Background: an optimization exercise with open tools, aiming at small area and a short achievable clock period. Do not read the settings as production practice.
Power and IR drop assume default switching activity.

## ws2812b_frame_feeder
module ws2812b_frame_feeder
#(
    parameter int LEDCOUNT = 36,
    parameter int ADDR_W   = 6,
    parameter int FPS_DIV  = 90000
) (
    input  logic               clk,
    input  logic               resetn,
    input  logic               wr_en,
    input  logic [ADDR_W-1:0]  wr_addr,
    input  logic [PIXEL_W-1:0] wr_data,
    input  logic               commit,
    output logic               bitstream_available,
    output logic [PIXEL_W-1:0] bitstream,
    input  logic               bitstream_read,
    output logic               frame_busy,
    output logic               frame_done,
    output logic               commit_pending,
    output logic               frame_overrun
);
    localparam logic [16:0] TICK_SEED = 17'h1ffff;
    localparam logic [16:0] TICK_PRE  = 17'h1b6e1;
    logic [16:0] r_lfsr;
    logic        r_tick;
    logic        r_busy;
    logic        r_load;
  ...
Size in the first run: roughly 3000 cells after synthesis, roughly 64 I/O pins.
clock: 5.0 ns
lec_check: 0
cap_margin: 20
core_margin: 2
core_utilization: 65
cts_cluster_diameter: 100
cts_cluster_size: 28
setup_slack_margin: 2.8
slew_margin: 20
synth_hierarchical: 1
run.sh (not shown) runs the stock make flow with config.mk's settings and CLKGATE_MAP_FILE= SYNTH_SCRIPT=/design/flow/synth_recipe.tcl, a recipe that flattens the netlist after the stock synthesis.
Next try:
==> flow/flow/run.sh (new file) <==
#!/bin/bash
# Standard layout, with clock tree synthesis told not to add dummy loads.
set -euo pipefail
export CTS_ARGS="-sink_clustering_enable -repair_clock_nets -dont_use_dummy_load -sink_clustering_size 28 -sink_clustering_max_diameter 100"
bash standard.sh > standard.log 2>&1
==> flow/standard.sh (new file) <==
#!/bin/bash
# synth_recipe.tcl (not shown) runs the flow's synth.tcl, then flattens the netlist and writes it again
# the make line also repeats each setting of config.mk as NAME=value (left out here)
make -C /OpenROAD-flow-scripts/flow DESIGN_CONFIG=/design/flow/config.mk WORK_HOME=/design/flow/orfs CLKGATE_MAP_FILE= SYNTH_SCRIPT=/design/flow/synth_recipe.tcl "${@:-finish}"
removed: flow/run.sh
Outcome:
- The new run finished with timing, DRC and antenna clean
- global-route usage is lower by 0.34 points
- total power is lower by 1.8%
- area after synthesis does not change
Function was not checked in any run of this note: the RTL went through the layout flow alone.

---

ws2812b_frame_feeder, a different RTL version from the one above (not shown whole).
Size: about 2900 cells after synthesis, ~1900 flip-flops, roughly 64 I/O pins, about 64000 µm² of cells after synthesis.
## ws2812b_frame_feeder
module ws2812b_frame_feeder
#(
    parameter int LEDCOUNT = 36,
    parameter int ADDR_W   = 6,
    parameter int FPS_DIV  = 90000
) (
    input  logic               clk,
    input  logic               resetn,
    input  logic               wr_en,
    input  logic [ADDR_W-1:0]  wr_addr,
    input  logic [PIXEL_W-1:0] wr_data,
    input  logic               commit,
    output logic               bitstream_available,
    output logic [PIXEL_W-1:0] bitstream,
    input  logic               bitstream_read,
    output logic               frame_busy,
    output logic               frame_done,
    output logic               commit_pending,
    output logic               frame_overrun
);
    localparam logic [16:0] TICK_SEED = 17'h1ffff;
    localparam logic [16:0] TICK_PRE  = 17'h1b6e1;
    logic [16:0] r_lfsr;
    logic        r_tick;
    logic        r_busy;
    logic        r_load;
    logic        r_avail;
    logic        r_front;
    logic        r_pending;
    logic        r_done;
    logic        r_overrun;
    logic [LEDCOUNT-1:0] r_sel0;   
    logic [LEDCOUNT-1:0] r_sel1;   
    logic [PIXEL_W-1:0] r_bitstream;
    logic        w_start;
    logic        w_swap;
    logic        w_fetch;
    logic        w_take;
    logic        w_last;
    logic [PIXEL_W-1:0] w_rd_data;
    assign w_start = !r_busy && r_tick;
    assign w_swap  = w_start && (r_pending || commit);
    assign w_fetch = r_busy && !r_load && !r_avail;
    assign w_take  = r_avail && bitstream_read;
    assign w_last  = w_take && (r_sel0[LEDCOUNT-1] || r_sel1[LEDCOUNT-1]);
    always_ff @(posedge clk) begin
        if (!resetn || r_tick) begin
            r_lfsr <= TICK_SEED;
        end else begin
            r_lfsr <= {r_lfsr[15:0], r_lfsr[16] ^ r_lfsr[13]};
        end
    end
    always_ff @(posedge clk) begin
        if (!resetn) begin
            r_tick    <= 1'b0;
            r_busy    <= 1'b0;
            r_load    <= 1'b0;
            r_avail   <= 1'b0;
            r_front   <= 1'b0;
            r_pending <= 1'b0;
            r_done    <= 1'b0;
            r_overrun <= 1'b0;
  ...
export LEC_CHECK = 0
export CAP_MARGIN = 20
export CORE_MARGIN = 2
export CORE_UTILIZATION = 65
export CTS_CLUSTER_DIAMETER = 100
export CTS_CLUSTER_SIZE = 28
export SETUP_SLACK_MARGIN = 2.8
export SLEW_MARGIN = 20
export SYNTH_HIERARCHICAL = 1
create_clock -name core_clock -period 5.0 [get_ports {clk}]
Stock flow here: none of the scripts above is used.
Next try:
==> flow/flow/run.sh (new file) <==
#!/bin/bash
# Standard layout, with clock tree synthesis told not to add dummy loads.
set -euo pipefail
export CTS_ARGS="-sink_clustering_enable -repair_clock_nets -dont_use_dummy_load -sink_clustering_size 28 -sink_clustering_max_diameter 100"
bash standard.sh > standard.log 2>&1
==> flow/standard.sh (new file) <==
#!/bin/bash
# synth_recipe.tcl (not shown) runs the flow's synth.tcl, then flattens the netlist and writes it again
# the make line also repeats each setting of config.mk as NAME=value (left out here)
make -C /OpenROAD-flow-scripts/flow DESIGN_CONFIG=/design/flow/config.mk WORK_HOME=/design/flow/orfs CLKGATE_MAP_FILE= SYNTH_SCRIPT=/design/flow/synth_recipe.tcl "${@:-finish}"
--- a/flow/config.mk
+++ b/flow/config.mk
@@ -10 +10 @@
-export CORE_UTILIZATION = 65
+export CORE_UTILIZATION = 75
removed: flow/run.sh
=> Worst hold slack is about the same; die area decreases by 13%; clock skew increases by 26 ps.
No functional check of the RTL was part of any run of this note.

-- afterwards: timing with drivers on the ports --
How much do the figures lean on ideal ports? The routed layouts below were timed once more, with nothing changed but the port constraints.
Step 1, drivers: a clkbuf_16 drives clk and a buf_2 each remaining input, both assumed.
Step 2 times the ports against the registers' clock, not the clock port: input delays grow and output delays shrink by t, the midpoint of the rising clock arrivals with the driver on.
Three values: ideal ports, drivers, drivers and shift; two values: the first two.
| run | t (ns) | setup slack, ns | worst setup path after step 2 | cell pins on the clock port's net |
|---|---|---|---|---|
| the first run of note 1 | 0.772 | 2.383 / 2.428 / 1.655 | input to register | 1 |
| the second run of note 1 | 0.758 | 2.376 / 2.414 / 1.655 | input to register | 1 |
| the first run of note 2 | 0.753 | 2.739 / 2.671 / 2.107 | input to register | 1 |
| the second run of note 2 | 0.706 | 2.511 / 2.511 / 2.272 | input to register | 1 |
After both steps setup and hold are still met in every run listed. The setup slack of the first run of note 1, which loses most, moves by +0.045 ns with the drivers and by -0.728 ns with both steps.
